This design comes from an exercise in tuning for small area and a short achievable clock period on the open sky130 flow, not from production work. Function was checked by simulation only, so behaviour that the tests miss may differ from the original.

Design servo_top, start of the top module:
module servo_top #(
	parameter int ADC_W     = servo_pkg::ADC_W,
	parameter int SIGNAL_W  = servo_pkg::SIGNAL_W,
	parameter int COEF_W    = servo_pkg::COEF_W,
	parameter int COEF_FRAC = servo_pkg::COEF_FRAC,
	parameter int DAC_W     = servo_pkg::DAC_W
) (
	input  logic                          clk1,
	input  logic                          i_rst_n,
	input  logic                          i_wb_cyc,
	input  logic                          i_wb_stb,
	input  logic                          i_wb_we,
	input  logic [servo_pkg::WB_AW-1:0]   i_wb_adr,
	input  logic [servo_pkg::WB_DW-1:0]   i_wb_dat,
	output logic [servo_pkg::WB_DW-1:0]   o_wb_dat,
	output logic                          o_wb_ack,
	input  logic signed [ADC_W-1:0]       i_adc0,
	input  logic signed [ADC_W-1:0]       i_adc1,
	input  logic                          i_sample_valid,
	output logic signed [DAC_W-1:0]       o_dac_word,
	output logic                          o_dac_valid,
	output logic signed [SIGNAL_W-1:0]    o_error,
	output logic [1:0]                    o_afe_gain0,
	output logic [1:0]                    o_afe_gain1
);
For scale: roughly 490 flip-flops, about 150 I/O pins.
clock: 16.0 ns
lec_check: 0
cap_margin: 20
core_margin: 2
core_utilization: 40
slew_margin: 20
standard.sh (not shown) runs the stock make flow with config.mk's settings and CLKGATE_MAP_FILE= SYNTH_SCRIPT=/design/flow/synth_recipe.tcl, a recipe that flattens the netlist after the stock synthesis.
==> flow/flow/run.sh <==
#!/bin/bash
# The standard layout, with port buffers that are plain buffers and timing
# repair that aims for more setup slack than the clock needs. Make's output
# goes to make.log; ORFS keeps each tool's log under orfs/logs.
set -uo pipefail
cd "$(dirname "$0")/.."
bash standard.sh \
  "BUFFER_PORTS_ARGS=-buffer_cell sky130_fd_sc_hd__buf_2" \
  SETUP_SLACK_MARGIN=11.62 CTS_CLUSTER_SIZE=24 CTS_CLUSTER_DIAMETER=150 PLACE_DENSITY=0.8 REMOVE_ABC_BUFFERS=1 \
  finish > make.log 2>&1
status=$?
cp -r orfs/logs logs_orfs 2>/dev/null
exit $status
The starting point finished clean.
Then changed:
--- a/flow/flow/run.sh
+++ b/flow/flow/run.sh
@@ -7,5 +7,5 @@
 bash standard.sh \
   "BUFFER_PORTS_ARGS=-buffer_cell sky130_fd_sc_hd__buf_2" \
-  SETUP_SLACK_MARGIN=11.62 CTS_CLUSTER_SIZE=24 CTS_CLUSTER_DIAMETER=150 PLACE_DENSITY=0.8 REMOVE_ABC_BUFFERS=1 \
+  SETUP_SLACK_MARGIN=11.62 CTS_CLUSTER_SIZE=20 CTS_CLUSTER_DIAMETER=150 \
   finish > make.log 2>&1
 status=$?
Effect: Register-to-register slack improves by 0.04 ns. Synthesized cell count stays the same. Final area is higher by 1.3%. Global-route usage went up by 1.0 points.

---

red:
Starting RTL as in the previous note.
clock: 16.0 ns
lec_check: 0
cap_margin: 20
core_margin: 2
core_utilization: 40
slew_margin: 20
==> flow/flow/run.sh <==
#!/bin/bash
# The standard layout, with port buffers that are plain buffers and timing
# repair that aims for more setup slack than the clock needs. Make's output
# goes to make.log; ORFS keeps each tool's log under orfs/logs.
set -uo pipefail
cd "$(dirname "$0")/.."
bash standard.sh \
  "BUFFER_PORTS_ARGS=-buffer_cell sky130_fd_sc_hd__buf_2" \
  SETUP_SLACK_MARGIN=11.62 CTS_CLUSTER_SIZE=20 CTS_CLUSTER_DIAMETER=150 PLACE_DENSITY=0.8 \
  finish > make.log 2>&1
status=$?
cp -r orfs/logs logs_orfs 2>/dev/null
exit $status
red ran to completion and came out clean on the timing, design-rule and antenna checks.
Input changes introduced in blue (baseline for comparison: red):
diff --git a/flow/flow/run.sh b/flow/flow/run.sh
--- a/flow/flow/run.sh
+++ b/flow/flow/run.sh
@@ -9 +9 @@
-  SETUP_SLACK_MARGIN=11.62 CTS_CLUSTER_SIZE=20 CTS_CLUSTER_DIAMETER=150 PLACE_DENSITY=0.8 \
+  SETUP_SLACK_MARGIN=11.62 CTS_CLUSTER_SIZE=20 CTS_CLUSTER_DIAMETER=150 PLACE_DENSITY=0.9 \
[summary]
- Wire length ends up higher on blue.
- Compared with red, in blue post-layout net count moved up, count of antenna diodes in the layout moved up, number of hold buffers added after cts level.
- blue against red; final standard cell area without fillers is up slightly.
- Share of the cycle needed by the critical path after routing delta (blue -> red): insignificant
Here is what was changed in the inputs of green compared with blue.
diff --git a/flow/flow/run.sh b/flow/flow/run.sh
--- a/flow/flow/run.sh
+++ b/flow/flow/run.sh
@@ -9 +9 @@
-  SETUP_SLACK_MARGIN=11.62 CTS_CLUSTER_SIZE=20 CTS_CLUSTER_DIAMETER=150 PLACE_DENSITY=0.9 \
+  SETUP_SLACK_MARGIN=11.8 CTS_CLUSTER_SIZE=20 CTS_CLUSTER_DIAMETER=150 \
Findings:
green ran to completion and came out clean on the timing, design-rule and antenna checks.
Compared with blue, green shows met3 wire length that has gone down by more than a quarter.
~same global-route usage in green and blue
Looking at worst reg2reg path depth, green sits 2 below blue.
Design area went up slightly going from blue to green.
Looking at critical path startpoint, the regs_i.gain_q[1] result is from blue; the regs_i.gain_q[0] one comes from green.

---

servo_top, a different RTL version from the one above (not shown whole).
Size: about 3100 cells after synthesis, ~490 flip-flops, about 31000 sq um of cells after synthesis.
==> flow/config.mk <==
export PLATFORM = sky130hd
export DESIGN_NAME = servo_top
export DESIGN_NICKNAME = servo_top
export VERILOG_FILES = /design/flow/design.v
export SDC_FILE = /design/flow/constraint.sdc
export NUM_CORES = 4
export LEC_CHECK = 0
export CAP_MARGIN = 20
export CORE_MARGIN = 2
export CORE_UTILIZATION = 40
export SLEW_MARGIN = 20
==> flow/constraint.sdc <==
create_clock -name core_clock -period 16.0 [get_ports {clk1}]
set_input_delay 3.2000 -clock core_clock [delete_from_list [all_inputs] [get_ports {clk1}]]
set_output_delay 3.2000 -clock core_clock [all_outputs]
set_load 0.01 [all_outputs]
==> flow/flow/run.sh <==
#!/bin/bash
# The standard layout, with port buffers that are plain buffers and timing
# repair that aims for more setup slack than the clock needs. Make's output
# goes to make.log; ORFS keeps each tool's log under orfs/logs.
set -uo pipefail
cd "$(dirname "$0")/.."
bash standard.sh \
  "BUFFER_PORTS_ARGS=-buffer_cell sky130_fd_sc_hd__buf_2" \
  SETUP_SLACK_MARGIN=11.8 CTS_CLUSTER_SIZE=20 CTS_CLUSTER_DIAMETER=150 \
  finish > make.log 2>&1
status=$?
cp -r orfs/logs logs_orfs 2>/dev/null
exit $status
==> next run, changes <==
--- a/flow/flow/run.sh
+++ b/flow/flow/run.sh
@@ -9 +9 @@
-  SETUP_SLACK_MARGIN=11.8 CTS_CLUSTER_SIZE=20 CTS_CLUSTER_DIAMETER=150 \
+  SETUP_SLACK_MARGIN=11.5 CTS_CLUSTER_SIZE=20 CTS_CLUSTER_DIAMETER=150 \
Clock-buffer cell count goes up by 1.
Via count goes down by 1.4%.
Wire length goes down by 1.2%.
Design area goes down by 2.1%.
==> next run, changes <==
--- a/flow/flow/run.sh
+++ b/flow/flow/run.sh
@@ -7,0 +8 @@
+  SETUP_SLACK_MARGIN=11.8 CORE_UTILIZATION=65 PLACE_DENSITY=0.75 \
@@ -9 +9,0 @@
-  SETUP_SLACK_MARGIN=11.5 CTS_CLUSTER_SIZE=20 CTS_CLUSTER_DIAMETER=150 \
Register-to-register slack gets better by 280 ps. Core utilization climbs by 30 points. Clock-buffer cell count came out higher by 29. Wire length goes up by about 4.6%. Cell area rose by 4.0%. Global-route usage increases by 14 points. Via count went up by about 6.4%.
==> next run, changes <==
--- a/flow/flow/run.sh
+++ b/flow/flow/run.sh
@@ -8 +7,0 @@
-  SETUP_SLACK_MARGIN=11.8 CORE_UTILIZATION=65 PLACE_DENSITY=0.75 \
@@ -9,0 +9 @@
+  SETUP_SLACK_MARGIN=11.8 CTS_CLUSTER_SIZE=26 CTS_CLUSTER_DIAMETER=100 \
After rerunning:
- register-to-register slack stays flat
- final cell count is higher by roughly a tenth
- clock skew went down by 37 ps
- critical path depth stays the same
- synthesized cell count stays the same
- first-iteration DRC count came out lower by a quarter to a third
- wire length drops by a few percent

[separate check: timing with driven ports]
How much do the figures lean on ideal ports? The routed layouts below were timed once more, with nothing changed but the port constraints.
Step 1, drivers: a clkbuf_16 drives clk1 and a buf_2 each remaining input, both assumed.
Step 2, shift: input delay + t, output delay - t, t = (earliest + latest rising clock arrival at the registers) / 2. This alone moves slack from input paths to output paths.
a / b / c = no drivers / after step 1 / after step 2; a / b = the first two.
run | t (ns) | slack for setup (ns) | hold WS [ns] | clock arrival spread, ns
the first run of note 1 | 0.661 | 11.538 / 11.476 / 10.937 | 0.422 / 0.422 / 0.422 | 0.028 / 0.028
the second run of note 1 | 0.676 | 11.516 / 11.473 / 10.810 | 0.415 / 0.415 / 0.415 | 0.060 / 0.061
red | 0.673 | 11.531 / 11.473 / 10.926 | 0.417 / 0.417 / 0.417 | 0.055 / 0.055
blue | 0.677 | 11.524 / 11.464 / 10.934 | 0.407 / 0.407 / 0.407 | 0.054 / 0.054
green | 0.681 | 11.507 / 11.443 / 11.087 | 0.416 / 0.416 / 0.416 | 0.062 / 0.063
the first run of note 3 | 0.683 | 11.548 / 11.487 / 11.154 | 0.418 / 0.418 / 0.418 | 0.064 / 0.064
the second run of note 3 | 0.681 | 11.516 / 11.489 / 10.854 | 0.415 / 0.415 / 0.415 | 0.069 / 0.069
the third run of note 3 | 0.678 | 11.543 / 11.480 / 11.121 | 0.396 / 0.396 / 0.396 | 0.066 / 0.067
the fourth run of note 3 | 0.690 | 11.548 / 11.486 / 11.137 | 0.416 / 0.416 / 0.416 | 0.030 / 0.030
After both steps every run listed still meets setup and hold. For the second run of note 1, which loses most, drivers alone change the setup slack by -0.043 ns; drivers and shift together by -0.706 ns.
